From an optimization exercise on the open Yosys and OpenROAD flow, aimed at small area and a short achievable clock period; shortcuts taken in it are not production practice.
In this exercise RTL edits were held to simulation tests only and were not proved equivalent to the original.
Power and IR drop assume default switching activity.

## run.sh

```bash
#!/bin/bash
# synth_recipe.tcl (not shown) runs the flow's synth.tcl, then flattens the netlist and writes it again
# the make line also repeats each setting of config.mk as NAME=value (left out here)
make -C /OpenROAD-flow-scripts/flow DESIGN_CONFIG=/design/flow/config.mk WORK_HOME=/design/flow/orfs CLKGATE_MAP_FILE= SYNTH_SCRIPT=/design/flow/synth_recipe.tcl finish
```

## config.mk

```make
export PLATFORM = sky130hd
export DESIGN_NAME = enigma_top
export DESIGN_NICKNAME = enigma_top
export VERILOG_FILES = /design/flow/design.v
export SDC_FILE = /design/flow/constraint.sdc
export NUM_CORES = 4
export LEC_CHECK = 0
export CAP_MARGIN = 20
export CORE_MARGIN = 2
export CORE_UTILIZATION = 20
export PLACE_DENSITY = 0.35
export SLEW_MARGIN = 20
```

## design.v

```verilog
package enigma_pkg;
  localparam int WORD_W      = 6;
  localparam int ROTOR_DEPTH = 64;
  localparam int PLUG_DEPTH  = 32;
  typedef logic [WORD_W-1:0] word_t;
  typedef enum logic [1:0] {
    TBL_ROTOR_A   = 2'd0,
    TBL_PLUGBOARD = 2'd1,
    TBL_ROTOR_B   = 2'd2
  } table_sel_e;
  typedef enum logic [1:0] {
    SW_INVERT      = 2'd0,
    SW_REVERSE     = 2'd1,
    SW_SWAP_PAIRS  = 2'd2,
    SW_SWAP_HALVES = 2'd3
  } sw_mode_e;
  localparam word_t LFSR_SEED = 6'b000001;
  localparam logic [ROTOR_DEPTH*WORD_W-1:0] ROTOR_B_STEP = {
    6'd33, 6'd0, 6'd20, 6'd41, 6'd27, 6'd31, 6'd45, 6'd12,
    6'd7, 6'd37, 6'd1, 6'd62, 6'd52, 6'd35, 6'd19, 6'd50,
    6'd59, 6'd36, 6'd4, 6'd15, 6'd11, 6'd30, 6'd39, 6'd51,
    6'd46, 6'd53, 6'd3, 6'd5, 6'd44, 6'd9, 6'd16, 6'd49,
    6'd55, 6'd60, 6'd34, 6'd14, 6'd63, 6'd32, 6'd2, 6'd54,
    6'd40, 6'd8, 6'd47, 6'd22, 6'd6, 6'd57, 6'd13, 6'd26,
    6'd38, 6'd18, 6'd29, 6'd21, 6'd24, 6'd58, 6'd28, 6'd10,
    6'd43, 6'd23, 6'd48, 6'd42, 6'd17, 6'd25, 6'd61, 6'd56
  };
endpackage
`timescale 1ns/1ps
module enigma_ctrl (
  input  logic              clk,
  input  logic              srst_n,
  input  logic              load,
  input  logic              encrypt,
  input  logic [1:0]        table_idx,
  input  enigma_pkg::word_t code_in,
  output enigma_pkg::word_t word_q,
  output logic              enc_valid_q,
  output enigma_pkg::word_t load_word,
  output logic              pb_we,
  output logic              ra_we,
  output logic              rb_we
);
  enigma_pkg::table_sel_e table_sel;
  enigma_pkg::word_t      word_r;
  assign table_sel = enigma_pkg::table_sel_e'(table_idx);
  always_ff @(posedge clk) begin
    if (!srst_n) begin
      enc_valid_q <= 1'b0;
      pb_we       <= 1'b0;
      ra_we       <= 1'b0;
      rb_we       <= 1'b0;
    end else begin
      enc_valid_q <= encrypt;
      pb_we       <= load && (table_sel == enigma_pkg::TBL_PLUGBOARD);
      ra_we       <= load && (table_sel == enigma_pkg::TBL_ROTOR_A);
      rb_we       <= load && (table_sel == enigma_pkg::TBL_ROTOR_B);
    end
  end
  always_ff @(posedge clk) begin
    word_r <= code_in;
  end
  assign word_q    = word_r;
  assign load_word = word_r;
endmodule
`timescale 1ns/1ps
module plugboard (
  input  logic              clk,
  input  logic              srst_n,
  input  logic              we,
  input  enigma_pkg::word_t load_word,
  input  enigma_pkg::word_t in_word,
  input  logic              in_valid,
  output enigma_pkg::word_t out_word,
  output logic              out_valid
);
  localparam int N = enigma_pkg::PLUG_DEPTH;
  enigma_pkg::word_t mem [N];
  logic [N-1:0]      match;
  logic [N-1:0]      below;
  logic [N-1:0]      first_q;
  logic              hit_q;
  enigma_pkg::word_t word_q;
  logic              valid_q;
  enigma_pkg::word_t swap_word;
  always_ff @(posedge clk) begin
    if (we) begin
      mem[0] <= load_word;
      for (int i = 1; i < N; i++) begin
        mem[i] <= mem[i-1];
      end
    end
  end
  always_comb begin
    for (int i = 0; i < N; i++) begin
      match[i] = (mem[i] == in_word);
    end
    below[0] = 1'b0;
    for (int i = 1; i < N; i++) begin
      below[i] = below[i-1] | match[i-1];
    end
  end
  always_ff @(posedge clk) begin
    first_q <= match & ~below;
    hit_q   <= |match;
    word_q  <= in_word;
  end
  always_comb begin
    swap_word = hit_q ? '0 : word_q;
    for (int i = 0; i < N; i++) begin
      swap_word = swap_word | (mem[i ^ 1] & {enigma_pkg::WORD_W{first_q[i]}});
    end
  end
  always_ff @(posedge clk) begin
    if (!srst_n) begin
      valid_q   <= 1'b0;
      out_valid <= 1'b0;
    end else begin
      valid_q   <= in_valid;
      out_valid <= valid_q;
    end
  end
  always_ff @(posedge clk) begin
    out_word <= swap_word;
  end
endmodule
`timescale 1ns/1ps
module rotor_a (
  input  logic              clk,
  input  logic              srst_n,
  input  logic              we,
  input  enigma_pkg::word_t load_word,
  input  enigma_pkg::word_t in_word,
  input  logic              in_valid,
  output enigma_pkg::word_t out_word,
  output logic              out_valid
);
  enigma_pkg::word_t mem [enigma_pkg::ROTOR_DEPTH];
  enigma_pkg::word_t offset;
  enigma_pkg::word_t rd_addr;
  enigma_pkg::word_t rd_word;
  enigma_pkg::word_t off_step [4];
  always_ff @(posedge clk) begin
    if (we) begin
      mem[enigma_pkg::ROTOR_DEPTH-1] <= load_word;
      for (int i = 0; i < enigma_pkg::ROTOR_DEPTH - 1; i++) begin
        mem[i] <= mem[i+1];
      end
    end
  end
  assign rd_addr = in_word + offset;
  assign rd_word = mem[rd_addr];
  always_comb begin
    for (int k = 0; k < 4; k++) begin
      off_step[k] = offset + enigma_pkg::word_t'(k);
    end
  end
  always_ff @(posedge clk) begin
    if (!srst_n) begin
      offset    <= '0;
      out_valid <= 1'b0;
    end else begin
      out_valid <= in_valid;
      if (in_valid) begin
        offset <= off_step[rd_word[1:0]];
      end
    end
  end
  always_ff @(posedge clk) begin
    out_word <= rd_word;
  end
endmodule
`timescale 1ns/1ps
module bit_switch (
  input  logic              clk,
  input  logic              srst_n,
  input  enigma_pkg::word_t in_word,
  input  logic              in_valid,
  input  logic              step_next,
  output enigma_pkg::word_t out_idx,
  output logic              out_valid
);
  enigma_pkg::sw_mode_e mode;
  enigma_pkg::sw_mode_e mode_nxt;
  enigma_pkg::word_t    sw_word;
  enigma_pkg::word_t    step_word;
  always_comb begin
    case (mode)
      enigma_pkg::SW_INVERT:   sw_word = ~in_word;
      enigma_pkg::SW_REVERSE: begin
        sw_word = {in_word[0], in_word[1], in_word[2],
                   in_word[3], in_word[4], in_word[5]};
      end
      enigma_pkg::SW_SWAP_PAIRS: begin
        sw_word = {in_word[4], in_word[5], in_word[2],
                   in_word[3], in_word[0], in_word[1]};
      end
      default: begin
        sw_word = {in_word[2], in_word[1], in_word[0],
                   in_word[5], in_word[4], in_word[3]};
      end
    endcase
  end
  assign step_word = enigma_pkg::ROTOR_B_STEP[sw_word*enigma_pkg::WORD_W +: enigma_pkg::WORD_W];
  always_comb begin
    case (mode)
      enigma_pkg::SW_INVERT:     mode_nxt = enigma_pkg::sw_mode_e'(~in_word[1:0]);
      enigma_pkg::SW_REVERSE:    mode_nxt = enigma_pkg::sw_mode_e'({in_word[4], in_word[5]});
      enigma_pkg::SW_SWAP_PAIRS: mode_nxt = enigma_pkg::sw_mode_e'({in_word[0], in_word[1]});
      default:                   mode_nxt = enigma_pkg::sw_mode_e'({in_word[4], in_word[3]});
    endcase
  end
  always_ff @(posedge clk) begin
    if (!srst_n) begin
      mode      <= enigma_pkg::SW_INVERT;
      out_valid <= 1'b0;
    end else begin
      out_valid <= in_valid;
      if (in_valid) begin
        mode <= mode_nxt;
      end
    end
  end
  always_ff @(posedge clk) begin
    out_idx <= step_next ? step_word : sw_word;
  end
endmodule
`timescale 1ns/1ps
module rotor_b (
  input  logic              clk,
  input  logic              srst_n,
  input  logic              we,
  input  logic              we_next,
  input  enigma_pkg::word_t load_word,
  input  enigma_pkg::word_t in_idx,
  input  logic              in_valid,
  output enigma_pkg::word_t out_word,
  output logic              out_valid
);
  localparam int D = enigma_pkg::ROTOR_DEPTH;
  localparam int W = enigma_pkg::WORD_W;
  enigma_pkg::word_t mem     [D];
  enigma_pkg::word_t mem_nxt [D];
  enigma_pkg::word_t rd_idx;
  logic [3:0]        step_q;    
  logic [1:0]        xor_q;     
  logic              hold_q;    
  assign rd_idx    = in_idx ^ W'(xor_q);
  assign out_word  = mem[rd_idx];
  assign out_valid = in_valid;
  always_ff @(posedge clk) begin
    if (!srst_n) begin
      step_q <= '0;
      xor_q  <= '0;
      hold_q <= 1'b1;
    end else begin
      for (int k = 0; k < 4; k++) begin
        step_q[k] <= in_valid && (out_word[1:0] == 2'(k));
      end
      xor_q  <= in_valid ? out_word[1:0] : 2'd0;
      hold_q <= !in_valid && !we_next;
    end
  end
  always_comb begin
    for (int i = 0; i < D; i++) begin
      mem_nxt[i] = (mem[i] & {W{hold_q}})
                 | ((i == D - 1 ? load_word : mem[(i + 1) % D]) & {W{we}});
      for (int k = 0; k < 4; k++) begin
        mem_nxt[i] = mem_nxt[i]
                   | (mem[enigma_pkg::ROTOR_B_STEP[i*W +: W] ^ W'(k)] & {W{step_q[k]}});
      end
    end
  end
  always_ff @(posedge clk) begin
    for (int i = 0; i < D; i++) begin
      mem[i] <= mem_nxt[i];
    end
  end
endmodule
`timescale 1ns/1ps
module whitening (
  input  logic              clk,
  input  logic              srst_n,
  input  enigma_pkg::word_t in_word,
  input  logic              in_valid,
  output enigma_pkg::word_t code_out,
  output logic              code_valid
);
  enigma_pkg::word_t lfsr;
  always_ff @(posedge clk) begin
    if (!srst_n) begin
      lfsr       <= enigma_pkg::LFSR_SEED;
      code_valid <= 1'b0;
    end else begin
      code_valid <= in_valid;
      if (in_valid) begin
        lfsr <= {lfsr[4:0], lfsr[4] ^ lfsr[5]};
      end
    end
  end
  always_ff @(posedge clk) begin
    code_out <= in_word ^ lfsr;
  end
endmodule
`timescale 1ns/1ps
module enigma_top (
  input  logic              clk,
  input  logic              srst_n,
  input  logic              load,
  input  logic              encrypt,
  input  logic [1:0]        table_idx,
  input  enigma_pkg::word_t code_in,
  output enigma_pkg::word_t code_out,
  output logic              code_valid
);
  enigma_pkg::word_t word_q;
  enigma_pkg::word_t load_word;
  enigma_pkg::word_t pb_word;
  enigma_pkg::word_t ra_word;
  enigma_pkg::word_t sw_idx;
  enigma_pkg::word_t rb_word;
  logic              enc_valid_q;
  logic              pb_we;
  logic              ra_we;
  logic              rb_we;
  logic              rb_we_next;
  logic              pb_valid;
  logic              ra_valid;
  logic              sw_valid;
  logic              rb_valid;
  enigma_ctrl i_enigma_ctrl (
    .clk         (clk),
    .srst_n      (srst_n),
    .load        (load),
    .encrypt     (encrypt),
    .table_idx   (table_idx),
    .code_in     (code_in),
    .word_q      (word_q),
    .enc_valid_q (enc_valid_q),
    .load_word   (load_word),
    .pb_we       (pb_we),
    .ra_we       (ra_we),
    .rb_we       (rb_we)
  );
  assign rb_we_next = load && (table_idx == 2'd2);
  plugboard i_plugboard (
    .clk       (clk),
    .srst_n    (srst_n),
    .we        (pb_we),
    .load_word (load_word),
    .in_word   (word_q),
    .in_valid  (enc_valid_q),
    .out_word  (pb_word),
    .out_valid (pb_valid)
  );
  rotor_a i_rotor_a (
    .clk       (clk),
    .srst_n    (srst_n),
    .we        (ra_we),
    .load_word (load_word),
    .in_word   (pb_word),
    .in_valid  (pb_valid),
    .out_word  (ra_word),
    .out_valid (ra_valid)
  );
  bit_switch i_bit_switch (
    .clk       (clk),
    .srst_n    (srst_n),
    .in_word   (ra_word),
    .in_valid  (ra_valid),
    .step_next (sw_valid),
    .out_idx   (sw_idx),
    .out_valid (sw_valid)
  );
  rotor_b i_rotor_b (
    .clk       (clk),
    .srst_n    (srst_n),
    .we        (rb_we),
    .we_next   (rb_we_next),
    .load_word (load_word),
    .in_idx    (sw_idx),
    .in_valid  (sw_valid),
    .out_word  (rb_word),
    .out_valid (rb_valid)
  );
  whitening i_whitening (
    .clk        (clk),
    .srst_n     (srst_n),
    .in_word    (rb_word),
    .in_valid   (rb_valid),
    .code_out   (code_out),
    .code_valid (code_valid)
  );
endmodule
```

## constraint.sdc

```tcl
create_clock -name core_clock -period 5.5 [get_ports {clk}]
set_input_delay 1.1000 -clock core_clock [delete_from_list [all_inputs] [get_ports {clk}]]
set_output_delay 1.1000 -clock core_clock [all_outputs]
set_load 0.01 [all_outputs]
```

==> summary.txt, run 1 <==
Timing
  • Maximum clock frequency: 201 MHz
  • Setup TNS: 0 ps
  • # setup viols final: 0
  • RSZ-0062 raised after global routing: no
  • Max transition margin: 19.4%
  • Final Skew: 42.1 ps
  • Final Hold Fails: 0
  • Final Cycle Share: 90.7%
  • Worst-margin pin slew: 1200 ps
  • Period minus WS final: 4990 ps
  • Max Transition Viols Final: 0

Pwr
  • Pwr Total: 21.9 mW
  • Combinational Power Share: 19.6%
  • Flop pwr share: 41.2%
  • Peak supply drop: 0.284 mV
  • NetSw: 7.20 mW
  • Sw frac: 32.8%
  • Clk pwr share: 39.2%
  • Pwr dens: 379 mW/mm2
  • Total internal power: 14.7 mW
  • Leakage: 18.4 nW

Die
  • Rows: 182
  • Starting Density: 20.1%
  • Core ar.: 0.246 mm2
  • Die height: 502 um
  • Die X: 502 um
  • Ports: 19
  • Die ar.: 0.252 mm2

Place
  • Dpl hpwl: 144 mm
  • Cell Area, Placed: 0.0537 mm2
  • GPL Wtd Cong: 0.868
  • IO Port Bufs: 18

Drt
  • Drt drc: 0
  • Vias per Instance: 5.44
  • WL final: 225 mm
  • Vias: 42500
  • 1st-iter DRT viols: 5998
  • TritonRoute pass-1 iters: 6
  • WL/cell: 28.8 um
  • Post-DRT Antenna Nets: 0

Clocking
  • Clock root buffer: clkbuf_16
  • Max Buffers Root-to-Sink: 3
  • Post-CTS Setup Bufs: 0
  • CTS sink cnt: 1059
  • # hold bufs at CTS: 0
  • Worst-skew pair later-pin latency: 780 ps
  • H-tree levels: 4
  • Resize count post-CTS: 0
  • CTS tree: done
  • Clock slew at reported path FFs: 60 ps
  • CTS Buf Count: 130

Critical path
  • Slowest CP cell: ha_1
  • Setup crit start kind: flop
  • CP Capture Type: flop
  • CP Class: reg2reg
  • Critical path's largest stage delay: 590 ps
  • Worst EP required: 6170 ps
  • Worst reg2reg setup slack: 510 ps
  • Crit-path cells: ha_1, or2_1, a21o_1, nand2_2, buf_4, a32o_1, a32oi_1, o2111ai_1, a211o_1, mux2i_1, nor2_1, ha_1, a21o_1, and3_1, o311ai_1
  • Crit Path Max Fanout: 13
  • WP data arrival: 5660 ps

Global routing
  • GR Util met3: 3.30%
  • M1 GR Usage: 24.3%
  • Global route hottest layer: met2
  • Largest net degree at the start of global routing: 181
  • Gr ovfl total: 0
  • Gr usage total: 17.2%
  • Antenna violations before repair: 9
  • First-pass GRT wire length: 322 mm
  • Vias in the first global route: 41200
  • M2 GR Usage: 26.3%

Cells and area
  • Synth-to-layout area growth: 16.9%
  • FILL cells: 26100
  • Most common cell after layout, fill and taps aside: a22oi_1
  • Final Cell Area: 0.0579 mm2
  • Share of cells above drive strength 1: 8.66%
  • Nets: 4429
  • Commonest non-fill, non-tap cells in the layout: 1254 x a22oi_1, 576 x edfxtp_1, 485 x nand3_1

Status
  • Outcome: finished clean

Yosys
  • Ys async rst share: 0%
  • Post-Synthesis Cells: 4476
  • Mean Syn Cell Area: 11.1 um2
  • Synth cell types: 93
  • Synth Register Bits: 1059
  • Sequential-to-total area share from yosys stat: 54.5%
  • Mapped Area: 0.0495 mm2
  • Prevailing post-synth register cell: edfxtp_1
  • Post-synth EDFFs: 576
  • Synthesized net count: 4507
  • Synth warn: 11

Worst hold path
  • Hold Path Class: reg2reg

Flow run
  • MaxCap Viol Count: 0
==> critical path, delay by kind of cell (launching register included) <==
| family | cells | cell delay [ps] |
|---|---|---|
| fa+ha+maj | 2 | 870 |
| mux | 1 | 300 |
| simple gates | 4 | 990 |
| flops | 1 | 380 |
| buf+inv | 1 | 270 |
| compound gates | 7 | 2040 |
==> Yosys cell counts (all sizes together), types with 24 or more instances <==
| cell | n | area share [%] |
|---|---|---|
| clkbuf | 292 | 2.2 |
| xor2 | 137 | 2.4 |
| a222oi | 55 | 1.1 |
| nand2 | 178 | 1.4 |
| a32oi | 40 | 0.71 |
| a22o | 67 | 1.2 |
| nor3 | 31 | 0.32 |
| xnor2 | 72 | 1.3 |
| o21ai | 48 | 0.49 |
| buf | 72 | 0.71 |
| dfxtp | 483 | 20 |
| a211oi | 24 | 0.40 |
| a221oi | 70 | 1.2 |
| a22oi | 1254 | 19 |
| a21oi | 62 | 0.63 |
| nor4 | 43 | 0.54 |
| nand3 | 486 | 4.9 |
| nor2 | 126 | 0.96 |
| nand4 | 49 | 0.62 |
| edfxtp | 576 | 35 |
| mux2i | 33 | 0.67 |
==> registers in the layout, summed over array words and instances (netlist names), 2 cells and up <==
name,cells
i_whitening.code_out,6
i_rotor_b.mem,384
i_plugboard.mem,192
i_bit_switch.mode,2
i_rotor_a.mem,384
i_plugboard.first_q,32
i_rotor_b.step_q,4
i_rotor_b.xor_q,2
i_enigma_ctrl.word_r,6
i_rotor_a.out_word,6
i_rotor_a.offset,6
i_whitening.lfsr,6
i_plugboard.word_q,6
i_plugboard.out_word,6
i_bit_switch.out_idx,6
==> area by class of cell <==
cell class / instances / area, um2 / area share [%]
clock buffers: 179 / 3570 / 6.17
inverters: 21 / 78.8 / 0.136
repair buffers: 154 / 1360 / 2.36
flip-flops and latches: 1059 / 27000 / 46.7
diodes: 1 / 2.50 / 0.00432
multi-input cells: 3032 / 21100 / 36.5
well taps: 3312 / 4140 / 7.16
clock inverters: 57 / 593 / 1.02
==> layer usage <==
layer	wire [um]	share of wire (%)
met4	6870	3.1
met1	101000	45
met5	51	0.023
met3	16100	7.2
met2	101000	45
==> kinds of logic (layout without fill, tap and decap cells) <==
logic type,after synthesis,in the layout,synth area share [%]
other cells,0,1,0
simple gates,1011,1011,10.1
flops,1059,1059,54.5
mux,45,45,1.02
xor+xnor,210,210,3.78
compound gates,1747,1747,27.0
fa+ha+maj,19,19,0.510
buf+inv,385,411,3.08
==> power by group through the flow <==
stage	sequential, mW	clock (mW)	combinational (mW)
after floorplan	8.95	0	2.51
final	9.04	8.61	4.29
after global placement	9.21	0	4.23
after CTS	9.03	8.85	4.22
after detailed placement	9.20	0	4.21
after global routing	9.06	9.15	4.54
==> path summary, 6_finish.rpt <==
check                       start              endpoint  depth (start not counted)
min          i_rotor_a.mem[25][2]  i_rotor_a.mem[24][2]                          0
min reg2reg  i_rotor_a.mem[25][2]  i_rotor_a.mem[24][2]                          0
max reg2reg   i_rotor_a.offset[2]   i_rotor_a.offset[5]                         15
max           i_rotor_a.offset[2]   i_rotor_a.offset[5]                         15
==> through the flow <==
| stage | instances | utilization [%] | hold slack, ps | setup slack [ps] |
|---|---|---|---|---|
| after floorplan | 4476 | - | 355 | 171 |
| after global placement | 7578 | 21.8 | 430 | 593 |
| after detailed placement | 7578 | 21.8 | 427 | 579 |
| after CTS | 7814 | 23.5 | 426 | 536 |
| after global routing | 7815 | 23.5 | 449 | 197 |
| final | 7815 | 23.5 | 432 | 513 |
==> inputs of run 2 (changes only) <==
--- a/design.v
+++ b/design.v
@@ -137,11 +137,22 @@
 );
-  enigma_pkg::word_t mem [enigma_pkg::ROTOR_DEPTH];
-  enigma_pkg::word_t offset;
-  enigma_pkg::word_t rd_addr;
-  enigma_pkg::word_t rd_word;
-  enigma_pkg::word_t off_step [4];
+  localparam int D = enigma_pkg::ROTOR_DEPTH;
+  localparam int W = enigma_pkg::WORD_W;
+  enigma_pkg::word_t mem [D];
+  logic [1:0]        mem_lo [D];
+  logic [W-3:0]      mem_hi [D];
+  enigma_pkg::word_t off_lag;     
+  logic [1:0]        step_q;      
+  logic [1:0]        step;
+  enigma_pkg::word_t base_q;      
+  logic              v1_q;
+  enigma_pkg::word_t addr;
+  logic              c2;
+  logic              ones;        
+  enigma_pkg::word_t addr_q;      
+  logic              v2_q;
+  logic [1:0]        lo_q;
   always_ff @(posedge clk) begin
     if (we) begin
-      mem[enigma_pkg::ROTOR_DEPTH-1] <= load_word;
-      for (int i = 0; i < enigma_pkg::ROTOR_DEPTH - 1; i++) begin
+      mem[D-1] <= load_word;
+      for (int i = 0; i < D - 1; i++) begin
         mem[i] <= mem[i+1];
@@ -150,18 +161,33 @@
   end
-  assign rd_addr = in_word + offset;
-  assign rd_word = mem[rd_addr];
   always_comb begin
-    for (int k = 0; k < 4; k++) begin
-      off_step[k] = offset + enigma_pkg::word_t'(k);
+    for (int i = 0; i < D; i++) begin
+      mem_lo[i] = mem[i][1:0];
+      mem_hi[i] = mem[i][W-1:2];
     end
   end
+  always_comb begin
+    addr[0] = base_q[0] ^ step_q[0];
+    addr[1] = base_q[1] ^ step_q[1] ^ (base_q[0] & step_q[0]);
+    c2      = (base_q[1] & step_q[1])
+            | ((base_q[1] | step_q[1]) & base_q[0] & step_q[0]);
+    ones = 1'b1;
+    for (int i = 2; i < W; i++) begin
+      addr[i] = base_q[i] ^ (c2 & ones);
+      ones    = ones & base_q[i];
+    end
+  end
+  assign step = v1_q ? mem_lo[addr] : 2'd0;
   always_ff @(posedge clk) begin
     if (!srst_n) begin
-      offset    <= '0;
+      off_lag   <= '0;
+      step_q    <= '0;
+      v1_q      <= 1'b0;
+      v2_q      <= 1'b0;
       out_valid <= 1'b0;
     end else begin
-      out_valid <= in_valid;
-      if (in_valid) begin
-        offset <= off_step[rd_word[1:0]];
-      end
+      off_lag   <= off_lag + enigma_pkg::word_t'(step_q);
+      step_q    <= step;
+      v1_q      <= in_valid;
+      v2_q      <= v1_q;
+      out_valid <= v2_q;
     end
@@ -169,3 +195,6 @@
   always_ff @(posedge clk) begin
-    out_word <= rd_word;
+    base_q   <= in_word + off_lag + enigma_pkg::word_t'(step_q);
+    addr_q   <= addr;
+    lo_q     <= mem_lo[addr];
+    out_word <= {mem_hi[addr_q], lo_q};
   end
--- a/config.mk
+++ b/config.mk
@@ -7,6 +7,8 @@
 export LEC_CHECK = 0
+export ABC_CLOCK_PERIOD_IN_PS = 1800
 export CAP_MARGIN = 20
 export CORE_MARGIN = 2
-export CORE_UTILIZATION = 20
-export PLACE_DENSITY = 0.35
+export CORE_UTILIZATION = 40
+export PLACE_DENSITY = 0.6
+export SETUP_SLACK_MARGIN = 3.2
 export SLEW_MARGIN = 20
==> run 2 against run 1 <==
Compared with the run above:
- sequential power increased by 2.2%
- worst hold slack got worse by 51 ps
- combinational power increased by 54%
- total power increased by 9.0%
- still clean
- count of clock-buffer cells in the layout decreased by 18
- routed wire length decreased by 14%
- register-to-register slack improved by 2000 ps
- flip-flop and latch count increased by 18
- critical path type unchanged
==> summary.txt, run 2 <==
Yosys
  • Sequential-to-total area share from yosys stat: 53.5% (was 54.5%)
  • Synth warn: 12 (was 11)
  • Post-Synthesis Cells: 4663 (was 4476)
  • Post-synth EDFFs: 576 (unchanged)
  • Post-synth top area cell: edfxtp_1 (unchanged)
  • Ys async rst share: 0% (unchanged)
  • Synthesized net count: 4702 (was 4507)
  • Mean Syn Cell Area: 11.0 um2 (was 11.1 um2)
  • Top cell type's share of synthesized area: 33.9% (was 34.9%)
  • Synth top area cells: edfxtp_1 34%, dfxtp_1 20%, a22oi_1 18% (was edfxtp_1 35%, dfxtp_1 20%, a22oi_1 19%)
  • Mapped Area: 0.0511 mm2 (was 0.0495 mm2)
  • Count leader, synth: a22oi_1 (unchanged)
  • Post-synth top cells: 1243 x a22oi_1, 576 x edfxtp_1, 501 x dfxtp_1, 497 x nand3_1, 322 x clkbuf_1 (was 1254 x a22oi_1, 576 x edfxtp_1, 485 x nand3_1, 483 x dfxtp_1, 292 x clkbuf_1)
  • Prevailing post-synth register cell: edfxtp_1 (unchanged)
  • Synth Register Bits: 1077 (was 1059)
  • Synth cell types: 93 (unchanged)

Global routing
  • Antenna violations before repair: 4 (was 9)
  • Largest net degree at the start of global routing: 206 (was 181)
  • Gr ovfl total: 0 (unchanged)
  • Gr usage total: 28.2% (was 17.2%)
  • First-pass GRT wire length: 286 mm (was 322 mm)
  • Vias in the first global route: 42700 (was 41200)

Timing
  • Setup TNS: 0 ps (unchanged)
  • Maximum clock frequency: 332 MHz (was 201 MHz)
  • Max transition margin: 23.0% (was 19.4%)
  • Worst-margin pin slew: 1160 ps (was 1200 ps)
  • # setup viols final: 0 (unchanged)
  • WHS: 381 ps (was 432 ps)
  • Final Cycle Share: 54.7% (was 90.7%)
  • Final WS setup: 2490 ps (was 513 ps)
  • RSZ-0062 raised after global routing: yes (was no)
  • Period minus WS final: 3010 ps (was 4990 ps)
  • Max Transition Viols Final: 0 (unchanged)
  • Final Hold Fails: 0 (unchanged)
  • Final Skew: 63.4 ps (was 42.1 ps)

Drt
  • Vias: 46100 (was 42500)
  • Drt drc: 0 (unchanged)
  • 1st-iter DRT viols: 9275 (was 5998)
  • TritonRoute pass-1 iters: 9 (was 6)
  • Post-DRT Antenna Nets: 0 (unchanged)
  • WL final: 194 mm (was 225 mm)
  • WL/cell: 29.6 um (was 28.8 um)
  • Vias per Instance: 7.04 (was 5.44)

Cells and area
  • Synth-to-layout area growth: 20.3% (was 16.9%)
  • Nets: 4833 (was 4429)
  • Top Registers: i_rotor_a.mem (384), i_rotor_b.mem (384), i_plugboard.mem (192) (unchanged)
  • Fin cells: 6553 (was 7815)
  • Commonest non-fill, non-tap cells in the layout: 1237 x a22oi_1, 576 x edfxtp_1, 494 x nand3_1 (was 1254 x a22oi_1, 576 x edfxtp_1, 485 x nand3_1)
  • Share of cells above drive strength 1: 18.5% (was 8.66%)
  • FILL cells: 11300 (was 26100)
  • Final core utilization: 48.3% (was 23.5%)
  • Most common cell after layout, fill and taps aside: a22oi_1 (unchanged)

Status
  • Outcome: finished clean (unchanged)

Clocking
  • CTS Buf Count: 115 (was 130)
  • H-tree levels: 3 (was 4)
  • # hold bufs at CTS: 0 (unchanged)
  • Clock slew at reported path FFs: 60 ps (about the same)
  • Clock root buffer: clkbuf_16 (unchanged)
  • CTS sink cnt: 1077 (was 1059)
  • Max Buffers Root-to-Sink: 3 (unchanged)
  • Worst-skew pair later-pin latency: 770 ps (was 780 ps)
  • CTS tree: done (unchanged)

Place
  • GPL Wtd Cong: 0.958 (was 0.868)
  • Place WS: 1860 ps (was 579 ps)
  • IO Port Bufs: 18 (unchanged)
  • Dpl hpwl: 114 mm (was 144 mm)
  • Placed Cells: 6004 (was 7578)

Critical path
  • Worst reg2reg setup slack: 2490 ps (was 510 ps)
  • Worst Reg-to-Reg Cells: 14 (was 15)
  • Worst EP required: 6150 ps (was 6170 ps)
  • Crit Path Max Fanout: 14 (was 13)
  • Setup crit start kind: flop (unchanged)
  • RR Startpoint: i_rotor_a.step_q[1] (was i_rotor_a.offset[2])
  • CP Class: reg2reg (unchanged)
  • WP data arrival: 3650 ps (was 5660 ps)
  • CP Capture Type: flop (unchanged)
  • R2r endpoint: i_rotor_a.step_q[0] (was i_rotor_a.offset[5])

Pwr
  • Leakage: 20.8 nW (was 18.4 nW)
  • Peak supply drop: 0.281 mV (was 0.284 mV)
  • Pwr dens: 389 mW/mm2 (was 379 mW/mm2)

Die
  • Die X: 361 um (was 502 um)
  • Rows: 131 (was 182)
  • Die height: 361 um (was 502 um)
  • Starting Density: 40.2% (was 20.1%)
  • Ports: 19 (unchanged)
  • Die ar.: 0.131 mm2 (was 0.252 mm2)
  • Core ar.: 0.127 mm2 (was 0.246 mm2)

Worst hold path
  • Hold EP: i_rotor_a.out_word[0] (was i_rotor_a.mem[24][2])
  • Hold path depth: 0 (unchanged)
  • Hold Path Class: reg2reg (unchanged)
  • Hold Startpoint: i_rotor_a.lo_q[0] (was i_rotor_a.mem[25][2])

Flow run
  • MaxCap Viol Count: 0 (unchanged)
[run 2: changes by cell type after synthesis, sizes merged, moves of 17 or more]
cell	previous run	this run
nor2	126	100
dfxtp	483	501
clkbuf	292	322
nor3	31	58
o22ai	5	22
buf	72	89
xnor2	72	92
a31oi	18	47
a32oi	40	15
[run 2: layout make-up]
type	instances	area, um2	share of cell area (%)
Antenna cell	1	2.50	0.00407
Clock buffer	161	3310	5.39
Clock inverter	52	613	0.998
Inverter	31	159	0.259
Multi-Input combinational cell	3148	23400	38.1
Sequential cell	1077	27500	44.7
Tap cell	1662	2080	3.38
Timing Repair Buffer	419	4390	7.15
Timing Repair inverter	2	13.8	0.0224
[run 2: per-stage QoR]
step	power, mW	area (um2)
2_1_floorplan	11.7	51300
3_3_place_gp	13.1	52600
3_5_place_dp	13.1	52600
4_1_cts	22.9	60000
5_1_grt	24.5	61400
6_report	23.9	61400
[run 2: cell families (layout without fill, tap and decap cells)]
group                      count (synthesis)  in the layout  synth area share (%)
AOI/OAI and AO/OA                       1766           1768                  26.1
xor gates and xnor gates                 215            215                  3.75
adders and majority gates                 27             27                 0.720
buffers and inverters                    442            665                  3.65
DFF                                     1077           1077                  53.5
muxes                                     65             65                  1.49
other                                      0              1                     0
and+or+nand+nor                         1071           1073                  10.8
[run 2: what timing repair did]
action,CTS,global route
cloned,13,5
gates resized for setup,348,134
pin swaps,120,85
endpoints found under the hold margin,0,0
setup buffers,223,94
endpoints found under the setup margin,57,134
[run 2: critical path, stage by stage, from the launching register on]
cell and delay, ps:
dfxtp_4 360, inv_4 50, ha_1 110, and3b_2 200
or2_4 230, ha_4 330, buf_12 140, nor2b_4 390
nand3_1 130, a21oi_1 160, nor3_1 70, a31oi_1 250
o21ai_0 130, and3_4 250, nor3b_2 140
[run 2: how the worst max path moves through the flow]
stage,from,to,slack [ps],depth (start not counted)
floorplan,i_enigma_ctrl.ra_we,i_rotor_a.mem[0][0],2180,0
global placement,i_rotor_a.step_q[1],i_rotor_a.step_q[0],2010,12
detailed placement,i_bit_switch.out_idx[2],i_rotor_b.step_q[2],1860,8
CTS,i_rotor_a.step_q[1],i_rotor_a.step_q[0],2530,14
global route,i_rotor_a.step_q[1],i_rotor_a.step_q[0],2360,14
finish,i_rotor_a.step_q[1],i_rotor_a.step_q[0],2490,14
[run 2: report_power, final]
| part | leakage, nW | internal [mW] | switching, mW | total [mW] |
|---|---|---|---|---|
| combinational | 9.54 | 2.87 | 3.75 | 6.62 |
| clock | 1.91 | 4.64 | 3.42 | 8.07 |
| sequential | 9.31 | 8.71 | 0.528 | 9.24 |
[run 2: routing by layer]
layer  up-vias  track usage [%]  part of all wire (%)  routed length [um]
li1      19200                -                     -                   -
met1     22600             40.1                    40               77500
met2      3555             40.9                    43               83000
met3       704             6.73                    12               23800
met4         2             11.9                   4.9                9420
met5         -                0                0.0062                  12
==> inputs of run 3 (changes only) <==
==> flow/run.sh (new file) <==
#!/bin/bash
# Standard layout, except that synthesis leaves adders to ABC instead of
# mapping them onto the library's full/half adder cells (ADDER_MAP_FILE
# empty skips extract_fa and the adder techmap). Registers are untouched.
set -euo pipefail
bash standard.sh ADDER_MAP_FILE= finish > standard.log 2>&1
==> standard.sh (new file) <==
#!/bin/bash
# synth_recipe.tcl (not shown) runs the flow's synth.tcl, then flattens the netlist and writes it again
# the make line also repeats each setting of config.mk as NAME=value (left out here)
make -C /OpenROAD-flow-scripts/flow DESIGN_CONFIG=/design/flow/config.mk WORK_HOME=/design/flow/orfs CLKGATE_MAP_FILE= SYNTH_SCRIPT=/design/flow/synth_recipe.tcl "${@:-finish}"
removed: run.sh
==> run 3 against run 2 <==
Compared with the run above:
- highest routed layer unchanged
- clock power increased by 6.7%
- flip-flop and latch count did not move
- setup slack gained 330 ps
- die area decreased by 0.22%
- cell area increased by 0.18%
- combinational power is 9.2% lower
- critical endpoint is now i_whitening.code_out[3]
- total power grew 0.17%
- first-iteration DRC count decreased by 14%
- via count down 0.64%
- count of clock-buffer cells in the layout is 8 lower
- final cell count down 0.79%
==> summary.txt, run 3 <==
Status
  • Outcome: finished clean (unchanged)

Critical path
  • Worst EP required: 6120 ps (was 6150 ps)
  • Setup crit start kind: flop (unchanged)
  • Crit Path Max Fanout: 5 (was 14)
  • Worst Reg-to-Reg Cells: 10 (was 14)
  • CP Class: reg2reg (unchanged)
  • RR Startpoint: i_rotor_b.xor_q[1] (was i_rotor_a.step_q[1])
  • WP data arrival: 3300 ps (was 3650 ps)
  • CP Capture Type: flop (unchanged)
  • Worst reg2reg setup slack: 2820 ps (was 2490 ps)
  • R2r endpoint: i_whitening.code_out[3] (was i_rotor_a.step_q[0])

Worst hold path
  • Hold EP: i_rotor_a.out_word[0] (unchanged)
  • Hold Startpoint: i_rotor_a.lo_q[0] (unchanged)
  • Hold path depth: 0 (unchanged)
  • Hold Path Class: reg2reg (unchanged)

Cells and area
  • Most common cell after layout, fill and taps aside: a22oi_1 (unchanged)
  • Ant. Diodes: 0 (was 1)
  • Top Registers: i_rotor_a.mem (384), i_rotor_b.mem (384), i_plugboard.mem (192) (unchanged)
  • Commonest non-fill, non-tap cells in the layout: 1226 x a22oi_1, 576 x edfxtp_1, 455 x dfxtp_1 (was 1237 x a22oi_1, 576 x edfxtp_1, 494 x nand3_1)
  • Final Cell Area: 0.0616 mm2 (was 0.0614 mm2)
  • Nets: 4760 (was 4833)
  • Synth-to-layout area growth: 20.8% (was 20.3%)
  • Share of cells above drive strength 1: 19.0% (was 18.5%)

Place
  • GPL Wtd Cong: 0.958 (about the same)
  • IO Port Bufs: 18 (unchanged)
  • Dpl hpwl: 112 mm (was 114 mm)
  • Cell Area, Placed: 0.0526 mm2 (about the same)
  • Place WS: 1920 ps (was 1860 ps)

Die
  • Ports: 19 (unchanged)
  • Die X: 361 um (about the same)
  • Core ar.: 0.126 mm2 (was 0.127 mm2)
  • Die height: 361 um (about the same)
  • Die ar.: 0.130 mm2 (was 0.131 mm2)
  • Rows: 130 (was 131)
  • Starting Density: 40.4% (was 40.2%)

Timing
  • Final Hold Fails: 0 (unchanged)
  • Period minus WS final: 2680 ps (was 3010 ps)
  • Worst-margin pin slew: 1130 ps (was 1160 ps)
  • Max Transition Viols Final: 0 (unchanged)
  • Maximum clock frequency: 373 MHz (was 332 MHz)
  • WHS: 386 ps (was 381 ps)
  • Final Skew: 44.0 ps (was 63.4 ps)
  • Final Cycle Share: 48.7% (was 54.7%)
  • RSZ-0062 raised after global routing: yes (unchanged)
  • Setup TNS: 0 ps (unchanged)
  • # setup viols final: 0 (unchanged)
  • Final WS setup: 2820 ps (was 2490 ps)
  • Max transition margin: 24.7% (was 23.0%)

Pwr
  • Pwr dens: 389 mW/mm2 (about the same)
  • Clk pwr share: 35.9% (was 33.7%)
  • Leakage: 20.6 nW (was 20.8 nW)
  • NetSw: 7.56 mW (was 7.70 mW)
  • Flop pwr share: 39.0% (was 38.6%)
  • Peak supply drop: 0.328 mV (was 0.281 mV)
  • Sw frac: 31.5% (was 32.2%)
  • Total internal power: 16.4 mW (was 16.2 mW)
  • Pwr Total: 24.0 mW (was 23.9 mW)
  • Combinational Power Share: 25.1% (was 27.7%)

Drt
  • WL final: 192 mm (was 194 mm)
  • TritonRoute pass-1 iters: 11 (was 9)
  • Post-DRT Antenna Nets: 0 (unchanged)
  • Vias per Instance: 7.05 (was 7.04)
  • Drt drc: 0 (unchanged)
  • Vias: 45800 (was 46100)
  • WL/cell: 29.6 um (about the same)
  • 1st-iter DRT viols: 7950 (was 9275)

Yosys
  • Synth top area cells: edfxtp_1 34%, dfxtp_1 20%, a22oi_1 18% (unchanged)
  • Prevailing post-synth register cell: edfxtp_1 (unchanged)
  • Mapped Area: 0.0510 mm2 (was 0.0511 mm2)
  • Post-synth top cells: 1234 x a22oi_1, 576 x edfxtp_1, 501 x dfxtp_1, 454 x nand3_1, 356 x clkbuf_1 (was 1243 x a22oi_1, 576 x edfxtp_1, 501 x dfxtp_1, 497 x nand3_1, 322 x clkbuf_1)
  • Ys async rst share: 0% (unchanged)
  • Top cell type's share of synthesized area: 33.9% (about the same)
  • Count leader, synth: a22oi_1 (unchanged)
  • Synth warn: 12 (unchanged)
  • Mean Syn Cell Area: 11.0 um2 (about the same)
  • Post-Synthesis Cells: 4635 (was 4663)
  • Synth Register Bits: 1077 (unchanged)
  • Post-synth EDFFs: 576 (unchanged)
  • Sequential-to-total area share from yosys stat: 53.6% (was 53.5%)
  • Synth cell types: 85 (was 93)
  • Post-synth top area cell: edfxtp_1 (unchanged)
  • Synthesized net count: 4647 (was 4702)

Clocking
  • H-tree levels: 3 (unchanged)
  • Clock root buffer: clkbuf_16 (unchanged)
  • CTS tree: done (unchanged)
  • # hold bufs at CTS: 0 (unchanged)
  • CTS Buf Count: 117 (was 115)
  • CTS sink cnt: 1077 (unchanged)
  • Clock slew at reported path FFs: 70 ps (was 60 ps)
  • Worst-skew pair later-pin latency: 760 ps (was 770 ps)
  • Max Buffers Root-to-Sink: 3 (unchanged)

Global routing
  • Global route hottest layer: met2 (unchanged)
  • Antenna violations before repair: 2 (was 4)
  • GR Util met3: 5.56% (was 6.73%)
  • M1 GR Usage: 39.7% (was 40.1%)
  • Gr usage total: 27.6% (was 28.2%)
  • Gr ovfl total: 0 (unchanged)
  • Largest net degree at the start of global routing: 187 (was 206)
  • First-pass GRT wire length: 282 mm (was 286 mm)
  • M2 GR Usage: 40.8% (was 40.9%)
  • Vias in the first global route: 42300 (was 42700)

Flow run
  • MaxCap Viol Count: 0 (unchanged)
## run 3: cell count changes in the layout (fill, tap and decap cells not counted), moves of 13 or more
cell and change:
buf_12 -13, nor2_2 -13, nand3_1 -44, nor2_4 -14
and4_1 +23, a22o_1 -23, nand2_1 -23, a221oi_1 +37
clkbuf_1 -13, nand4_1 +22, a31oi_1 -20, ha_1 -13
## run 3: how the worst max path moves through the flow
stage	slack, ps	startpoint	end
floorplan	2180	i_enigma_ctrl.ra_we	i_rotor_a.mem[0][0]
global placement	1990	i_enigma_ctrl.word_r[5]	i_plugboard.hit_q
detailed placement	1920	i_enigma_ctrl.word_r[2]	i_plugboard.hit_q
CTS	2860	i_bit_switch.out_idx[1]	i_rotor_b.step_q[0]
global route	2770	i_rotor_b.xor_q[1]	i_whitening.code_out[3]
finish	2820	i_rotor_b.xor_q[1]	i_whitening.code_out[3]
## run 3: layout make-up
cell class / count / area (um2)
clock inverter: 69 / 918
inverter: 30 / 138
sequential: 1077 / 27500
timing repair inverter: 3 / 20.0
fill: 11000 / 64500
multi-input combinational: 3101 / 23500
timing repair buffer: 418 / 4180
tap: 1650 / 2060
clock buffer: 153 / 3300
## run 3: layer usage
layer	vias to the layer above	routed length, um
met3	645	20900
met4	2	8660
li1	19200	-
met1	22700	79100
met2	3265	83500
met5	-	18
## run 3: repair_timing
action                     4_1_cts  5_1_grt
gates resized for setup        299      173
pin swaps                      109      119
gates cloned                    12        7
setup endpoints to repair      126      171
setup buffers                  187      122
## run 3: worst max-delay path, stage by stage (launching register included)
cell and delay (ps):
dfxtp_4 380, xnor2_4 270, buf_6 180, buf_6 120, nor3_4 50, buf_6 140
a222oi_1 340, a31oi_1 150, a2111o_1 310, or4_1 450, and3_1 150
## run 3: cells by family (layout without fill, tap and decap cells)
logic type      Yosys count  count (layout)  share of synthesized area (%)
fa+ha+maj                 5               5                         0.0982
xor+xnor                227             229                           3.99
simple gates           1021            1022                           10.6
compound gates         1791            1791                           26.7
mux                      53              54                           1.40
flops                  1077            1077                           53.6
buf+inv                 461             673                           3.61
## run 3: through the flow
| stage | util (%) | std cells |
|---|---|---|
| finish | 48.8 | 6501 |
| global route | 48.8 | 6501 |
| CTS | 47.4 | 6372 |
| detailed placement | 41.7 | 5951 |
| global placement | 41.7 | 5951 |
| floorplan | - | 4635 |
## run 3: power groups by stage
stage	combinational (mW)	sequential (mW)	clock [mW]
after global routing	6.20	9.36	9.02
after CTS	5.08	9.33	8.69
final	6.01	9.35	8.61
after floorplan	2.72	9.10	0
after detailed placement	3.76	9.50	0
after global placement	3.74	9.51	0
==> inputs of run 4 (changes only) <==
--- a/design.v
+++ b/design.v
@@ -272,3 +272,4 @@
   enigma_pkg::word_t mem_nxt [D];
-  enigma_pkg::word_t rd_idx;
+  enigma_pkg::word_t quad [4];   
+  logic [1:0]        rd_lo;
   logic [3:0]        step_q;    
@@ -276,4 +277,9 @@
   logic              hold_q;    
-  assign rd_idx    = in_idx ^ W'(xor_q);
-  assign out_word  = mem[rd_idx];
+  always_comb begin
+    for (int j = 0; j < 4; j++) begin
+      quad[j] = mem[{in_idx[W-1:2], 2'(j)}];
+    end
+  end
+  assign rd_lo     = in_idx[1:0] ^ xor_q;
+  assign out_word  = quad[rd_lo];
   assign out_valid = in_valid;
--- a/config.mk
+++ b/config.mk
@@ -11,2 +11,4 @@
 export CORE_UTILIZATION = 40
+export CTS_CLUSTER_DIAMETER = 100
+export CTS_CLUSTER_SIZE = 20
 export PLACE_DENSITY = 0.6
==> run 4 against run 3 <==
Compared with the run above:
- clock skew shrank 4.7 ps
- largest power group unchanged
- critical endpoint is now i_rotor_b.step_q[0]
- die area shrank 1.4%
- count of clock-buffer cells in the layout down 62
- non-clock buffer count down 158
==> summary.txt, run 4 <==
Status
  • Outcome: finished clean (unchanged)

Clocking
  • CTS sink cnt: 1077 (unchanged)
  • CTS tree: done (unchanged)
  • # hold bufs at CTS: 0 (unchanged)
  • CTS Buf Count: 60 (was 117)
  • Clock slew at reported path FFs: 90 ps (was 70 ps)
  • H-tree levels: 2 (was 3)
  • Clock root buffer: clkbuf_16 (unchanged)
  • Max Buffers Root-to-Sink: 3 (unchanged)
  • Worst-skew pair later-pin latency: 740 ps (was 760 ps)

Yosys
  • Ys async rst share: 0% (unchanged)
  • Synthesized net count: 4502 (was 4647)
  • Post-synth top cells: 1245 x a22oi_1, 576 x edfxtp_1, 501 x dfxtp_1, 451 x nand3_1, 325 x clkbuf_1 (was 1234 x a22oi_1, 576 x edfxtp_1, 501 x dfxtp_1, 454 x nand3_1, 356 x clkbuf_1)
  • Mean Syn Cell Area: 11.2 um2 (was 11.0 um2)
  • Synth cell types: 91 (was 85)
  • Prevailing post-synth register cell: edfxtp_1 (unchanged)
  • Post-synth top area cell: edfxtp_1 (unchanged)
  • Synth Register Bits: 1077 (unchanged)
  • Synth top area cells: edfxtp_1 34%, dfxtp_1 20%, a22oi_1 19% (was edfxtp_1 34%, dfxtp_1 20%, a22oi_1 18%)
  • Top cell type's share of synthesized area: 34.4% (was 33.9%)
  • Post-synth EDFFs: 576 (unchanged)
  • Synth warn: 13 (was 12)
  • Sequential-to-total area share from yosys stat: 54.4% (was 53.6%)
  • Mapped Area: 0.0502 mm2 (was 0.0510 mm2)
  • Count leader, synth: a22oi_1 (unchanged)
  • Post-Synthesis Cells: 4490 (was 4635)

Place
  • GPL Wtd Cong: 0.979 (was 0.958)
  • IO Port Bufs: 18 (unchanged)
  • Dpl hpwl: 107 mm (was 112 mm)
  • Cell Area, Placed: 0.0516 mm2 (was 0.0526 mm2)
  • Placed Cells: 5813 (was 5951)

Drt
  • TritonRoute pass-1 iters: 10 (was 11)
  • 1st-iter DRT viols: 7845 (was 7950)
  • Drt drc: 0 (unchanged)
  • WL/cell: 29.5 um (was 29.6 um)
  • Vias per Instance: 7.01 (was 7.05)
  • Post-DRT Antenna Nets: 0 (unchanged)
  • WL final: 180 mm (was 192 mm)
  • Vias: 42700 (was 45800)

Pwr
  • Sw frac: 31.5% (about the same)
  • Flop pwr share: 50.2% (was 39.0%)
  • Pwr Total: 18.3 mW (was 24.0 mW)
  • Pwr dens: 325 mW/mm2 (was 389 mW/mm2)
  • Combinational Power Share: 23.2% (was 25.1%)
  • Total internal power: 12.5 mW (was 16.4 mW)
  • Clk pwr share: 26.6% (was 35.9%)
  • NetSw: 5.77 mW (was 7.56 mW)
  • Leakage: 18.3 nW (was 20.6 nW)
  • Peak supply drop: 0.319 mV (was 0.328 mV)

Global routing
  • Gr ovfl total: 0 (unchanged)
  • First-pass GRT wire length: 263 mm (was 282 mm)
  • Gr usage total: 26.4% (was 27.6%)
  • Largest net degree at the start of global routing: 194 (was 187)
  • Vias in the first global route: 39300 (was 42300)
  • Antenna violations before repair: 5 (was 2)

Timing
  • RSZ-0062 raised after global routing: yes (unchanged)
  • Period minus WS final: 2410 ps (was 2680 ps)
  • # setup viols final: 0 (unchanged)
  • Final Hold Fails: 0 (unchanged)
  • Final Skew: 39.3 ps (was 44.0 ps)
  • Setup TNS: 0 ps (unchanged)
  • Maximum clock frequency: 416 MHz (was 373 MHz)
  • Max Transition Viols Final: 0 (unchanged)
  • Worst-margin pin slew: 1180 ps (was 1130 ps)
  • Final Cycle Share: 43.7% (was 48.7%)
  • Max transition margin: 21.0% (was 24.7%)

Cells and area
  • Fin cells: 6096 (was 6501)
  • Share of cells above drive strength 1: 12.6% (was 19.0%)
  • FILL cells: 11400 (was 11000)
  • Final Cell Area: 0.0562 mm2 (was 0.0616 mm2)
  • Most common cell after layout, fill and taps aside: a22oi_1 (unchanged)
  • Sequential cell area: 0.0275 mm2 (about the same)
  • Synth-to-layout area growth: 12.0% (was 20.8%)
  • Ant. Diodes: 0 (unchanged)
  • Top Registers: i_rotor_a.mem (384), i_rotor_b.mem (384), i_plugboard.mem (192) (unchanged)
  • Commonest non-fill, non-tap cells in the layout: 1241 x a22oi_1, 576 x edfxtp_1, 460 x dfxtp_1 (was 1226 x a22oi_1, 576 x edfxtp_1, 455 x dfxtp_1)
  • Multi-input gate area: 0.0221 mm2 (was 0.0235 mm2)
  • Nets: 4421 (was 4760)

Die
  • Die X: 358 um (was 361 um)
  • Die ar.: 0.128 mm2 (was 0.130 mm2)
  • Die height: 358 um (was 361 um)
  • Ports: 19 (unchanged)
  • Core ar.: 0.125 mm2 (was 0.126 mm2)
  • Starting Density: 40.2% (was 40.4%)
  • Rows: 130 (unchanged)

Critical path
  • CP Class: reg2reg (unchanged)
  • Worst EP required: 6140 ps (was 6120 ps)
  • WP data arrival: 3050 ps (was 3300 ps)
  • Slowest CP cell: a222oi_1 (was or4_1)
  • Crit-path cells: buf_8, buf_6, and4b_4, buf_12, a222oi_1, a21boi_2, nand4_1, o221ai_1, and4_4, and3_1 (was xnor2_4, buf_6, buf_6, nor3_4, buf_6, a222oi_1, a31oi_1, a2111o_1, or4_1, and3_1)
  • Critical path's largest stage delay: 400 ps (was 450 ps)
  • Crit Path Max Fanout: 8 (was 5)
  • CP Capture Type: flop (unchanged)
  • CP Buf/Inv Count: 3 (unchanged)
  • Setup crit start kind: flop (unchanged)
  • Critical path's top delay family: compound AO/OA/AOI/OAI gates (unchanged)

Worst hold path
  • Hold Path Class: reg2reg (unchanged)

Flow run
  • MaxCap Viol Count: 0 (unchanged)
## run 4: cell types whose count changed in the layout (fill, tap and decap cells not counted), moves of 15 or more
cell       delta
buf_4       -128
a22o_1       +34
clkbuf_16    -60
a22oi_1      +15
nand2_1      -28
clkinv_2     -15
clkbuf_8     -20
nor3_4       -17
bufinv_16    -17
and4_1       -27
clkbuf_1     +16
## run 4: final cells by class
type / count / share of cell area (%)
clock buffers: 91 / 2.88
clock inverters: 8 / 0.211
inverters: 29 / 0.240
multi-input cells: 2981 / 39.3
flip-flops and latches: 1077 / 48.8
well taps: 1650 / 3.67
repair buffers: 260 / 4.85
## run 4: cells by family (layout without fill, tap and decap cells)
kind of cell               after synthesis  after routing  share of synthesized area [%]
adders and majority gates                5              5                         0.0997
DFF                                   1077           1077                           54.4
muxes                                   64             65                           1.49
and+or+nand+nor                        917            921                           9.70
xor gates and xnor gates               230            230                           4.06
AOI/OAI and AO/OA                     1760           1760                           26.7
buffers and inverters                  437            388                           3.52
## run 4: power groups by stage
stage | Sequential (mW) | Combinational, mW | Clock (mW)
after floorplan | 9.06 | 2.11 | 0
after global placement | 9.50 | 2.84 | 0
after detailed placement | 9.50 | 2.85 | 0
after global routing | 9.19 | 4.42 | 5.23
after CTS | 9.18 | 3.59 | 4.95
final | 9.17 | 4.24 | 4.87
## run 4: metal layers
| metal | GRT usage [%] | wire, um | share of wire [%] | vias up |
|---|---|---|---|---|
| met5 | 0 | 63 | 0.035 | - |
| met4 | 8.18 | 5820 | 3.2 | 8 |
| met3 | 5.24 | 19300 | 11 | 410 |
| met2 | 38.7 | 79000 | 44 | 2806 |
| met1 | 39.0 | 75800 | 42 | 21300 |
| li1 | - | - | - | 18200 |
## run 4: stage by stage
stage | utilization, % | hold WS, ps | setup slack [ps]
floorplan | - | 310 | 2180
global placement | 41.3 | 387 | 2290
detailed placement | 41.3 | 365 | 2190
CTS | 43.9 | 405 | 3100
global route | 45.0 | 405 | 3020
finish | 45.0 | 397 | 3090
## run 4: repair_timing
item	4_1_cts	5_1_grt
setup endpoints to repair	61	100
setup buffers	105	70
cloned	1	8
resized for setup	196	138
pin swaps	33	51
## run 4: path summary, 6_finish.rpt
path,cells past startpoint,to,startpoint,slack (ps)
max,10,i_rotor_b.step_q[0],i_bit_switch.out_idx[5],3090
min,0,i_rotor_a.out_word[1],i_rotor_a.lo_q[1],400
max reg2reg,10,i_rotor_b.step_q[0],i_bit_switch.out_idx[5],3090
min reg2reg,0,i_rotor_a.out_word[1],i_rotor_a.lo_q[1],400
==> inputs of run 5 (changes only) <==
--- a/config.mk
+++ b/config.mk
@@ -16 +16,2 @@
 export SLEW_MARGIN = 20
+export TNS_END_PERCENT = 10
==> run 5 against run 4 <==
Compared with the run above:
- die area stayed put
- total power is 0.99% lower
- synthesized cell count unchanged
- highest routed layer unchanged
- clock skew hardly changed
==> summary.txt, run 5 <==
Status
  • Outcome: finished clean (unchanged)

Global routing
  • Vias in the first global route: 39200 (was 39300)
  • First-pass GRT wire length: 261 mm (was 263 mm)
  • Largest net degree at the start of global routing: 218 (was 194)
  • Gr usage total: 26.0% (was 26.4%)
  • Gr ovfl total: 0 (unchanged)
  • Antenna violations before repair: 3 (was 5)

Critical path
  • Critical Path End: i_rotor_a.step_q[0] (was i_rotor_b.step_q[0])
  • RR Startpoint: i_rotor_a.step_q[1] (was i_bit_switch.out_idx[5])
  • Crit-path cells: clkbuf_16, or4_4, a21oi_4, a222oi_1, o211a_1, a311oi_2, a311oi_2, a211oi_2 (was buf_8, buf_6, and4b_4, buf_12, a222oi_1, a21boi_2, nand4_1, o221ai_1, and4_4, and3_1)
  • Setup crit start kind: flop (unchanged)
  • Slowest CP cell: or4_4 (was a222oi_1)
  • WP depth: 8 (was 10)
  • Critical Path Start: i_rotor_a.step_q[1] (was i_bit_switch.out_idx[5])
  • CP most frequent cell: a311oi_2
  • Worst EP required: 6140 ps (about the same)
  • R2r endpoint: i_rotor_a.step_q[0] (was i_rotor_b.step_q[0])
  • Critical path's top delay family: compound AO/OA/AOI/OAI gates (unchanged)
  • Crit Path Max Fanout: 13 (was 8)
  • Critical path's largest stage delay: 560 ps (was 400 ps)
  • WP data arrival: 3090 ps (was 3050 ps)
  • Worst reg2reg setup slack: 3050 ps (was 3090 ps)
  • Worst Reg-to-Reg Cells: 8 (was 10)
  • CP Buf/Inv Count: 1 (was 3)
  • CP Capture Type: flop (unchanged)
  • CP Class: reg2reg (unchanged)

Cells and area
  • Final core utilization: 44.8% (was 45.0%)
  • Share of cells above drive strength 1: 12.0% (was 12.6%)
  • Ant. Diodes: 0 (unchanged)
  • FILL cells: 11400 (about the same)
  • Commonest non-fill, non-tap cells in the layout: 1240 x a22oi_1, 576 x edfxtp_1, 460 x dfxtp_1 (was 1241 x a22oi_1, 576 x edfxtp_1, 460 x dfxtp_1)
  • Nets: 4415 (was 4421)
  • Most common cell after layout, fill and taps aside: a22oi_1 (unchanged)
  • Sequential cell area: 0.0275 mm2 (about the same)
  • Top Registers: i_rotor_a.mem (384), i_rotor_b.mem (384), i_plugboard.mem (192) (unchanged)
  • Multi-input gate area: 0.0220 mm2 (was 0.0221 mm2)
  • Synth-to-layout area growth: 11.6% (was 12.0%)

Clocking
  • CTS tree: done (unchanged)
  • # hold bufs at CTS: 0 (unchanged)
  • CTS sink cnt: 1077 (unchanged)
  • Clock slew at reported path FFs: 90 ps (about the same)
  • CTS Buf Count: 60 (unchanged)
  • Clock root buffer: clkbuf_16 (unchanged)
  • Worst-skew pair later-pin latency: 740 ps (about the same)
  • H-tree levels: 2 (unchanged)
  • Max Buffers Root-to-Sink: 3 (unchanged)

Timing
  • WHS: 424 ps (was 397 ps)
  • Max transition margin: 19.9% (was 21.0%)
  • Final Cycle Share: 44.5% (was 43.7%)
  • Maximum clock frequency: 408 MHz (was 416 MHz)
  • Setup TNS: 0 ps (unchanged)
  • Period minus WS final: 2450 ps (was 2410 ps)
  • Final Skew: 39.4 ps (was 39.3 ps)
  • # setup viols final: 0 (unchanged)
  • Worst-margin pin slew: 1200 ps (was 1180 ps)
  • Max Transition Viols Final: 0 (unchanged)
  • RSZ-0062 raised after global routing: yes (unchanged)
  • Final Hold Fails: 0 (unchanged)

Pwr
  • Peak supply drop: 0.298 mV (was 0.319 mV)
  • Flop pwr share: 50.8% (was 50.2%)
  • Pwr dens: 323 mW/mm2 (was 325 mW/mm2)
  • Sw frac: 31.3% (was 31.5%)
  • NetSw: 5.66 mW (was 5.77 mW)
  • Clk pwr share: 27.0% (was 26.6%)
  • Total internal power: 12.4 mW (was 12.5 mW)
  • Combinational Power Share: 22.2% (was 23.2%)
  • Leakage: 18.2 nW (was 18.3 nW)

Drt
  • Drt drc: 0 (unchanged)
  • WL/cell: 28.9 um (was 29.5 um)
  • Post-DRT Antenna Nets: 0 (unchanged)
  • Vias per Instance: 7.01 (about the same)
  • Vias: 42700 (about the same)
  • WL final: 176 mm (was 180 mm)
  • 1st-iter DRT viols: 7710 (was 7845)
  • TritonRoute pass-1 iters: 10 (unchanged)

Yosys
  • Count leader, synth: a22oi_1 (unchanged)
  • Synth Register Bits: 1077 (unchanged)
  • Ys async rst share: 0% (unchanged)
  • Post-Synthesis Cells: 4490 (unchanged)
  • Top cell type's share of synthesized area: 34.4% (unchanged)
  • Post-synth top cells: 1245 x a22oi_1, 576 x edfxtp_1, 501 x dfxtp_1, 451 x nand3_1, 325 x clkbuf_1 (unchanged)
  • Mean Syn Cell Area: 11.2 um2 (unchanged)
  • Synth top area cells: edfxtp_1 34%, dfxtp_1 20%, a22oi_1 19% (unchanged)
  • Synth warn: 13 (unchanged)
  • Mapped Area: 0.0502 mm2 (unchanged)
  • Synthesized net count: 4502 (unchanged)
  • Post-synth EDFFs: 576 (unchanged)
  • Post-synth top area cell: edfxtp_1 (unchanged)
  • Prevailing post-synth register cell: edfxtp_1 (unchanged)
  • Sequential-to-total area share from yosys stat: 54.4% (unchanged)
  • Synth cell types: 91 (unchanged)

Die
  • Starting Density: 40.2% (unchanged)
  • Die height: 358 um (unchanged)
  • Die ar.: 0.128 mm2 (unchanged)
  • Ports: 19 (unchanged)
  • Rows: 130 (unchanged)
  • Die X: 358 um (unchanged)
  • Core ar.: 0.125 mm2 (unchanged)

Flow run
  • MaxCap Viol Count: 0 (unchanged)

Place
  • GPL Wtd Cong: 0.944 (was 0.979)
  • Dpl hpwl: 105 mm (was 107 mm)
  • IO Port Bufs: 18 (unchanged)

Worst hold path
  • Hold Path Class: reg2reg (unchanged)
  • Hold Startpoint: i_plugboard.out_valid (was i_rotor_a.lo_q[1])
-- run 5: final cells by class --
type                    instances  share of cell area, %
clock buffers                  96                   2.94
clock inverters                 6                  0.205
inverters                      29                  0.234
multi-input cells            2978                   39.3
flip-flops and latches       1077                   49.0
well taps                    1650                   3.68
repair buffers                257                   4.67
-- run 5: layer usage --
layer | vias to the layer above | global-route usage [%] | part of all wire, %
li1 | 18200 | - | -
met1 | 21400 | 38.4 | 42
met2 | 2790 | 38.7 | 44
met3 | 398 | 4.61 | 11
met4 | 6 | 7.72 | 3.3
met5 | - | 0 | 0.026
-- run 5: worst min-delay path by stage --
stage,to,slack [ps],cells past startpoint
after floorplan,i_rotor_a.out_word[0],310,0
after global placement,i_rotor_a.out_word[1],420,0
after detailed placement,i_rotor_a.out_word[0],400,0
after CTS,i_rotor_a.out_word[0],420,0
after global routing,i_rotor_a.out_word[1],440,0
final,i_rotor_a.v1_q,420,1
-- run 5: what timing repair did --
action                                  CTS  global route
endpoints found under the setup margin   63           176
buffers inserted                         94            72
endpoints found under the hold margin     0             0
cloned                                    3             5
pin swaps                                20            53
gates resized for setup                 183            97
-- run 5: cells by family (layout without fill, tap and decap cells) --
logic type               Yosys count  count (layout)  synth area share [%]
multiplexers                      64              65                  1.49
AO/OA/AOI/OAI                   1760            1760                  26.7
buffers and inverters            437             388                  3.52
XOR/XNOR                         230             230                  4.06
adder cells (fa/ha/maj)            5               5                0.0997
AND/OR/NAND/NOR                  917             918                  9.70
flip-flops                      1077            1077                  54.4
-- run 5: per-stage QoR --
stage / cells / area [um2] / total power, mW / setup slack [ps]
global placement: 5816 / 51700 / 12.4 / 2210
detailed placement: 5817 / 51700 / 12.4 / 2190
floorplan: 4490 / 50200 / 11.2 / 2180
finish: 6093 / 56100 / 18.1 / 3050
CTS: 6016 / 54900 / 17.7 / 3120
global route: 6093 / 56100 / 18.7 / 3000
-- run 5: power by group through the flow --
stage	Sequential, mW	Combinational, mW	Clock [mW]
floorplan	9.07	2.11	0
global placement	9.41	2.96	0
detailed placement	9.41	2.97	0
CTS	9.18	3.59	4.98
global route	9.22	4.22	5.24
finish	9.19	4.02	4.88
-- run 5: worst reg2reg max path, cell delays in order (launching register included) --
cell and delay (ps):
dfxtp_4 380, clkbuf_16 180, or4_4 560, a21oi_4 270, a222oi_1 160, o211a_1 140, a311oi_2 260, a311oi_2 90
a211oi_2 300
==> inputs of run 6 (changes only) <==
--- a/config.mk
+++ b/config.mk
@@ -10,8 +10,7 @@
 export CORE_MARGIN = 2
-export CORE_UTILIZATION = 40
-export CTS_CLUSTER_DIAMETER = 100
-export CTS_CLUSTER_SIZE = 20
-export PLACE_DENSITY = 0.6
+export CORE_UTILIZATION = 55
+export CTS_CLUSTER_DIAMETER = 80
+export CTS_CLUSTER_SIZE = 24
+export PLACE_DENSITY = 0.7
 export SETUP_SLACK_MARGIN = 3.2
 export SLEW_MARGIN = 20
-export TNS_END_PERCENT = 10
==> run 6 against run 5 <==
Compared with the run above:
- worst hold slack got worse by 27 ps
- critical endpoint unchanged
- total power decreased by 1.0%
- still clean on timing, DRC and antenna
- setup slack improved by 32 ps
- sequential power about the same
- utilization increased by 16 points
- largest power group unchanged
==> summary.txt, run 6 <==
Status
  • Outcome: finished clean (unchanged)

Die
  • Starting Density: 55.6% (was 40.2%)
  • Die height: 306 um (was 358 um)
  • Core ar.: 0.0903 mm2 (was 0.125 mm2)

Place
  • Place WS: 2120 ps (was 2190 ps)
  • IO Port Bufs: 18 (unchanged)
  • Dpl hpwl: 100 mm (was 105 mm)

Timing
  • Setup TNS: 0 ps (unchanged)
  • Final Hold Fails: 0 (unchanged)
  • RSZ-0062 raised after global routing: yes (unchanged)

Pwr
  • Sw frac: 31.2% (was 31.3%)
  • Peak supply drop: 0.314 mV (was 0.298 mV)
  • Leakage: 18.1 nW (was 18.2 nW)
  • NetSw: 5.60 mW (was 5.66 mW)
  • Combinational Power Share: 22.3% (was 22.2%)

Cells and area
  • Most common cell after layout, fill and taps aside: a22oi_1 (unchanged)
  • Fin cells: 5598 (was 6093)
  • Commonest non-fill, non-tap cells in the layout: 1241 x a22oi_1, 576 x edfxtp_1, 461 x dfxtp_1 (was 1240 x a22oi_1, 576 x edfxtp_1, 460 x dfxtp_1)

Global routing
  • First-pass GRT wire length: 252 mm (was 261 mm)
  • Antenna violations before repair: 2 (was 3)
  • Largest net degree at the start of global routing: 206 (was 218)

Clocking
  • Max Buffers Root-to-Sink: 3 (unchanged)
  • H-tree levels: 2 (unchanged)
  • CTS Buf Count: 54 (was 60)
  • Clock root buffer: clkbuf_16 (unchanged)
  • CTS tree: done (unchanged)

Yosys
  • Count leader, synth: a22oi_1 (unchanged)
  • Synth Register Bits: 1077 (unchanged)
  • Post-synth top area cell: edfxtp_1 (unchanged)

Critical path
  • Crit Path Max Fanout: 8 (was 13)
  • Crit-path cells: buf_6, nand3b_1, buf_4, a21oi_1, or2_4, a222oi_1, nand3_1, a311oi_2, a211oi_2 (was clkbuf_16, or4_4, a21oi_4, a222oi_1, o211a_1, a311oi_2, a311oi_2, a211oi_2)
  • Worst EP required: 6080 ps (was 6140 ps)
  • Slowest CP cell: dfxtp_4 (was or4_4)

Drt
  • WL final: 171 mm (was 176 mm)
## run 6: cell counts after synthesis
Identical to the previous run, type by type.
## run 6: routing by layer
layer  track usage [%]  up-vias
li1                  -    18100
met1              50.0    21000
met3              6.30      561
met4              13.7        4
met2              50.9     3390
met5                 0        -
## run 6: how the worst max path moves through the flow
stage | to | from | slack, ps
final | i_rotor_a.step_q[0] | i_rotor_a.base_q[1] | 3080
after global placement | i_whitening.code_out[5] | i_bit_switch.out_idx[5] | 2160
after detailed placement | i_whitening.code_out[5] | i_bit_switch.out_idx[5] | 2120
after CTS | code_out[0] | i_whitening.code_out[0] | 3120
after global routing | i_rotor_a.step_q[0] | i_rotor_a.base_q[2] | 3000
after floorplan | i_rotor_a.mem[0][0] | i_enigma_ctrl.ra_we | 2180
## run 6: layout make-up
class	instances	area (um2)
Fill cell	7171	34900
Timing Repair Buffer	241	2540
Multi-Input combinational cell	2981	22100
Inverter	29	131
Tap cell	1176	1470
Sequential cell	1077	27500
Clock buffer	82	1490
Clock inverter	12	170
## run 6: worst max-delay path: cells and delay by family, from the launching register on
kind	cells	cell delay, ps
AOI/OAI and AO/OA	4	980
and+or+nand+nor	3	640
DFF	1	400
buffers and inverters	2	280
## run 6: power by group through the flow
stage / Combinational, mW / Sequential [mW] / Clock [mW]
after global placement: 2.76 / 9.48 / 0
after floorplan: 2.11 / 9.06 / 0
final: 4.00 / 9.21 / 4.71
after detailed placement: 2.77 / 9.48 / 0
after CTS: 3.37 / 9.20 / 4.75
after global routing: 4.18 / 9.23 / 5.01
## run 6: per-stage QoR
stage | instance area [um2] | utilization [%]
global route | 55300 | 61.3
finish | 55300 | 61.3
global placement | 51000 | 56.5
detailed placement | 51000 | 56.5
CTS | 54000 | 59.8
floorplan | 50200 | -
## run 6: kinds of logic (layout without fill, tap and decap cells)
group / after synthesis / after routing / share of synthesized area (%)
AOI/OAI and AO/OA: 1760 / 1760 / 26.7
xor gates and xnor gates: 230 / 230 / 4.06
adders and majority gates: 5 / 5 / 0.0997
buffers and inverters: 437 / 364 / 3.52
DFF: 1077 / 1077 / 54.4
muxes: 64 / 65 / 1.49
and+or+nand+nor: 917 / 921 / 9.70
## run 6: repair_timing
action                                  CTS  global route
cloned                                    3             7
gates resized for setup                 183           111
pin swaps                                21            52
buffers inserted                         78            83
hold buffers                              0             0
endpoints found under the hold margin     0             0
endpoints found under the setup margin   62           356

Setup slack of run 6, layout unchanged: 3.082 ns with ideal ports, 3.068 ns with driving cells assumed (clock clkbuf_16, inputs buf_2), 2.732 ns with port delays also shifted by the 0.764 ns mid clock arrival.
